What follows belongs to an exercise in optimizing a design on an open flow for small area and a short achievable clock period; a production flow would make more cautious choices.
Only simulation tests tie the RTL to the original design; equivalence was not proved.
Power is estimated from default activity; no workload was simulated.

==> yarrow: inputs <==
==> flow/design.v (excerpt) <==
module rename_unit (
    input  logic        clk,
    input  logic        rst,
    input  logic        rename_valid,
    input  logic [14:0] rename_req,      
    output logic        rename_stall,
    output logic        rsp_valid,
    output logic [23:0] rename_rsp,      
    input  logic        commit_valid,
    input  logic [10:0] commit           
);
    localparam int FW = $clog2(32);
    rename_pkg::rename_req_t req;
    rename_pkg::commit_t     cmt;
    assign req = rename_req;
    assign cmt = commit;
    logic [32-1:1][6-1:0] spec_map;   
    rename_pkg::preg_t  fl [32];
    logic               park_pend;       
    logic [FW:0]        free_cnt;        
    logic               free_nonempty;
    logic [FW-1:0]      fresh_cnt;       
    logic               fresh_done;      
    rename_pkg::preg_t  rsp_prd, rsp_old, rsp_prs1, rsp_prs2;
    logic [32-1:1] sel_rs1, sel_rs2, sel_rd;
    logic               rd_nz;
    logic               accept;
    logic               alloc, alloc_n;
    logic               release_valid;
    rename_pkg::preg_t  head;            
    map_decode dec_rs1 (.a(req.rs1), .sel(sel_rs1));
    map_decode dec_rs2 (.a(req.rs2), .sel(sel_rs2));
    map_decode dec_rd  (.a(req.rd),  .sel(sel_rd));
    map_alloc alloc_i (
        .rd       (req.rd),
        .valid    (rename_valid),
        .nonempty (free_nonempty),
        .rd_nz    (rd_nz),
        .stall    (rename_stall),
        .alloc    (alloc),
        .alloc_n  (alloc_n)
    );
    assign accept        = rename_valid && (free_nonempty || !rd_nz);
    assign release_valid = commit_valid && (cmt.rd != '0);
  ...
Settings: LEC_CHECK=0, CAP_MARGIN=20, CORE_MARGIN=2, CORE_UTILIZATION=70, CTS_CLUSTER_DIAMETER=70, CTS_CLUSTER_SIZE=24, SETUP_SLACK_MARGIN=2.0, SLEW_MARGIN=20, SYNTH_HIERARCHICAL=1, SYNTH_MINIMUM_KEEP_SIZE=0; clock period 4.0 ns.
standard.sh (not shown) runs the stock make flow with config.mk's settings and CLKGATE_MAP_FILE= SYNTH_SCRIPT=/design/flow/synth_recipe.tcl, a recipe that flattens the netlist after the stock synthesis.
==> flow/flow/run.sh <==
#!/bin/bash
# The standard layout, with the port buffers built from a plain buffer
# cell (buf_4) instead of the delay-type buffer buffer_ports picks by default
set -euo pipefail
export BUFFER_PORTS_ARGS="-buffer_cell sky130_fd_sc_hd__buf_4"
bash standard.sh > standard.log 2>&1
==> onyx: changes against yarrow <==
--- a/flow/design.v
+++ b/flow/design.v
@@ -54,12 +54,22 @@
     output logic       y
 );
     logic [3:0] t;
     assign t = ~((s0 & d0) | (s1 & d1));
     assign y = ~&t;
 endmodule
+module map_or7 (
+    input  logic [2:0] s0, d0, s1, d1,
+    input  logic       s2, d2,
+    output logic       y
+);
+    logic [3:0] t;
+    assign t[2:0] = ~((s0 & d0) | (s1 & d1));
+    assign t[3]   = ~(s2 & d2);
+    assign y = ~&t;
+endmodule
 module map_decode (
     input  rename_pkg::areg_t       a,
     output logic [32-1:1]   sel
 );
     rename_pkg::areg_t an;           
     logic [3:0] lo_n;                
@@ -99,15 +109,16 @@
             .d0 ({d[8*g + 7],   d[8*g + 5],   d[8*g + 3],   d[8*g + 1]}),
             .s1 ({sel[8*g + 8], sel[8*g + 6], sel[8*g + 4], sel[8*g + 2]}),
             .d1 ({d[8*g + 8],   d[8*g + 6],   d[8*g + 4],   d[8*g + 2]}),
             .y  (p[g])
         );
     end
-    map_or8 u_p3 (
-        .s0 ({sel[31], sel[29], sel[27], sel[25]}), .d0 ({d[31], d[29], d[27], d[25]}),
-        .s1 ({sel[31], sel[30], sel[28], sel[26]}), .d1 ({d[31], d[30], d[28], d[26]}),
+    map_or7 u_p3 (
+        .s0 ({sel[29], sel[27], sel[25]}), .d0 ({d[29], d[27], d[25]}),
+        .s1 ({sel[30], sel[28], sel[26]}), .d1 ({d[30], d[28], d[26]}),
+        .s2 (sel[31]), .d2 (d[31]),
         .y  (p[3])
     );
     map_nor2  u_q0 (.a(p[0]), .b(p[1]), .y(q[0]));
     map_nor2  u_q1 (.a(p[2]), .b(p[3]), .y(q[1]));
     map_nand2 u_y  (.a(q[0]), .b(q[1]), .y(y));
 endmodule
@@ -127,15 +138,14 @@
 module map_nor3 (input logic a, b, c, output logic y);
     assign y = !(a | b | c);
 endmodule
 module map_and2 (input logic a, b, output logic y);
     assign y = a & b;
 endmodule
-module map_ao21_2 (input logic a, b, c, output logic y, yn);
-    assign y  = (a & b) | c;
-    assign yn = !((a & b) | c);
+module map_ao21 (input logic a, b, c, output logic y);
+    assign y = (a & b) | c;
 endmodule
 module map_aoi21 (input logic a, b, c, output logic y);
     assign y = !((a & b) | c);
 endmodule
 module map_alloc (
     input  rename_pkg::areg_t rd,
@@ -219,13 +229,14 @@
     logic map_wv;                        
     assign map_wv = rename_valid && free_nonempty;
     for (genvar i = 1; i < 32; i++) begin : g_map
         localparam rename_pkg::preg_t RST_VAL = rename_pkg::preg_t'(i);
         logic we, we_n;
         rename_pkg::preg_t d;
-        map_ao21_2 u_we (.a(map_wv), .b(sel_rd[i]), .c(rst), .y(we), .yn(we_n));
+        map_ao21  u_we  (.a(map_wv), .b(sel_rd[i]), .c(rst), .y(we));
+        map_aoi21 u_wen (.a(map_wv), .b(sel_rd[i]), .c(rst), .y(we_n));
         for (genvar b = 0; b < 6; b++) begin : g_bit
             hold_ao22 u_hold (
                 .s  (we),
                 .sn (we_n),
                 .a  (RST_VAL[b] ? wr_one[b] : wr_zero[b]),
                 .b  (spec_map[i][b]),
==> flow/config.mk (replaced) <==
export PLATFORM = sky130hd
export DESIGN_NAME = rename_unit
export DESIGN_NICKNAME = rename_unit
export VERILOG_FILES = /design/flow/design.v
export SDC_FILE = /design/flow/constraint.sdc
export NUM_CORES = 4
export LEC_CHECK = 0
export CAP_MARGIN = 20
export CORE_MARGIN = 2
export CORE_UTILIZATION = 50
export SETUP_SLACK_MARGIN = 2.0
export SLEW_MARGIN = 20
export SYNTH_HIERARCHICAL = 1
export SYNTH_MINIMUM_KEEP_SIZE = 0
==> violet: changes against yarrow <==
--- a/flow/design.v
+++ b/flow/design.v
@@ -54,12 +54,22 @@
     output logic       y
 );
     logic [3:0] t;
     assign t = ~((s0 & d0) | (s1 & d1));
     assign y = ~&t;
 endmodule
+module map_or7 (
+    input  logic [2:0] s0, d0, s1, d1,
+    input  logic       s2, d2,
+    output logic       y
+);
+    logic [3:0] t;
+    assign t[2:0] = ~((s0 & d0) | (s1 & d1));
+    assign t[3]   = ~(s2 & d2);
+    assign y = ~&t;
+endmodule
 module map_decode (
     input  rename_pkg::areg_t       a,
     output logic [32-1:1]   sel
 );
     rename_pkg::areg_t an;           
     logic [3:0] lo_n;                
@@ -99,15 +109,16 @@
             .d0 ({d[8*g + 7],   d[8*g + 5],   d[8*g + 3],   d[8*g + 1]}),
             .s1 ({sel[8*g + 8], sel[8*g + 6], sel[8*g + 4], sel[8*g + 2]}),
             .d1 ({d[8*g + 8],   d[8*g + 6],   d[8*g + 4],   d[8*g + 2]}),
             .y  (p[g])
         );
     end
-    map_or8 u_p3 (
-        .s0 ({sel[31], sel[29], sel[27], sel[25]}), .d0 ({d[31], d[29], d[27], d[25]}),
-        .s1 ({sel[31], sel[30], sel[28], sel[26]}), .d1 ({d[31], d[30], d[28], d[26]}),
+    map_or7 u_p3 (
+        .s0 ({sel[29], sel[27], sel[25]}), .d0 ({d[29], d[27], d[25]}),
+        .s1 ({sel[30], sel[28], sel[26]}), .d1 ({d[30], d[28], d[26]}),
+        .s2 (sel[31]), .d2 (d[31]),
         .y  (p[3])
     );
     map_nor2  u_q0 (.a(p[0]), .b(p[1]), .y(q[0]));
     map_nor2  u_q1 (.a(p[2]), .b(p[3]), .y(q[1]));
     map_nand2 u_y  (.a(q[0]), .b(q[1]), .y(y));
 endmodule
@@ -127,15 +138,14 @@
 module map_nor3 (input logic a, b, c, output logic y);
     assign y = !(a | b | c);
 endmodule
 module map_and2 (input logic a, b, output logic y);
     assign y = a & b;
 endmodule
-module map_ao21_2 (input logic a, b, c, output logic y, yn);
-    assign y  = (a & b) | c;
-    assign yn = !((a & b) | c);
+module map_ao21 (input logic a, b, c, output logic y);
+    assign y = (a & b) | c;
 endmodule
 module map_aoi21 (input logic a, b, c, output logic y);
     assign y = !((a & b) | c);
 endmodule
 module map_alloc (
     input  rename_pkg::areg_t rd,
@@ -219,13 +229,14 @@
     logic map_wv;                        
     assign map_wv = rename_valid && free_nonempty;
     for (genvar i = 1; i < 32; i++) begin : g_map
         localparam rename_pkg::preg_t RST_VAL = rename_pkg::preg_t'(i);
         logic we, we_n;
         rename_pkg::preg_t d;
-        map_ao21_2 u_we (.a(map_wv), .b(sel_rd[i]), .c(rst), .y(we), .yn(we_n));
+        map_ao21  u_we  (.a(map_wv), .b(sel_rd[i]), .c(rst), .y(we));
+        map_aoi21 u_wen (.a(map_wv), .b(sel_rd[i]), .c(rst), .y(we_n));
         for (genvar b = 0; b < 6; b++) begin : g_bit
             hold_ao22 u_hold (
                 .s  (we),
                 .sn (we_n),
                 .a  (RST_VAL[b] ? wr_one[b] : wr_zero[b]),
                 .b  (spec_map[i][b]),
==> flow/config.mk (replaced) <==
export PLATFORM = sky130hd
export DESIGN_NAME = rename_unit
export DESIGN_NICKNAME = rename_unit
export VERILOG_FILES = /design/flow/design.v
export SDC_FILE = /design/flow/constraint.sdc
export NUM_CORES = 4
export LEC_CHECK = 0
export CAP_MARGIN = 20
export CORE_MARGIN = 2
export CORE_UTILIZATION = 60
export CTS_CLUSTER_DIAMETER = 70
export CTS_CLUSTER_SIZE = 24
export SETUP_SLACK_MARGIN = 2.0
export SLEW_MARGIN = 20
export SYNTH_HIERARCHICAL = 1
export SYNTH_MINIMUM_KEEP_SIZE = 0
==> comparison table <==
| item | onyx | yarrow | violet |
|---|---|---|---|
| Result of the run | no timing/DRC/antenna violations | no timing/DRC/antenna violations | no timing/DRC/antenna violations |
| Clock Power | 4390 uW | 2390 uW | 2770 uW |
| Reg power frac | 48.0% | 58.7% | 56.5% |
| Overall power | 10800 uW | 8950 uW | 9190 uW |
| Slew at the pin with the worst max-slew slack | 0.707 ns | 1.05 ns | 1.02 ns |
| Final critical path time including I/O delays and setup | 2.10 ns | 2.09 ns | 2.09 ns |
| Global-route wire length before repair | 77000 um | 79700 um | 76000 um |
| Worst-case register-to-register setup slack | 2.15 ns | 2.05 ns | 2.08 ns |
| Mean routed wirelength per cell | 24.9 um | 28.7 um | 26.0 um |
| Signal buf overhead | 3.13% | 3.48% | 3.12% |
| Metal1 wirelength | 22800 um | 20400 um | 21300 um |
| Insertion delay to the later sink of the worst-skew pair | 0.56 ns | 0.55 ns | 0.57 ns |
| CP Data Arrival Time | 1.30 ns | 1.29 ns | 1.29 ns |
| Worst-case headroom to the max-slew limit | 52.7% | 30.0% | 31.9% |

## what the ideal ports hide
No port has a modelled driver above. Below, the same layouts with a new extraction and two added sets of constraints. Step 1: set_driving_cell puts a clkbuf_16 on clk and a buf_2 on each other input, an assumption about the parent block. Step 2 adds t to the input delays and takes it off the output delays; t is the mean of the earliest and latest rising clock arrival at the registers after step 1. Input paths then give back, and output paths get back, about the clock's delay inside the block. Slacks: ideal / step 1 / step 2; pairs: ideal / step 1.
run	t, ns	setup slack, ns	worst setup path after step 2	worst data-port slew with drivers (ns)	cell pins on the clock port's net
yarrow	0.589	1.908 / 1.854 / 1.300	input to register	0.08	1
onyx	0.599	1.895 / 1.844 / 1.352	input to register	0.07	1
violet	0.599	1.913 / 1.866 / 1.389	input to register	0.07	1
After both steps every run listed still meets setup and hold. For yarrow, which loses most, drivers alone change the setup slack by -0.054 ns; drivers and shift together by -0.608 ns.
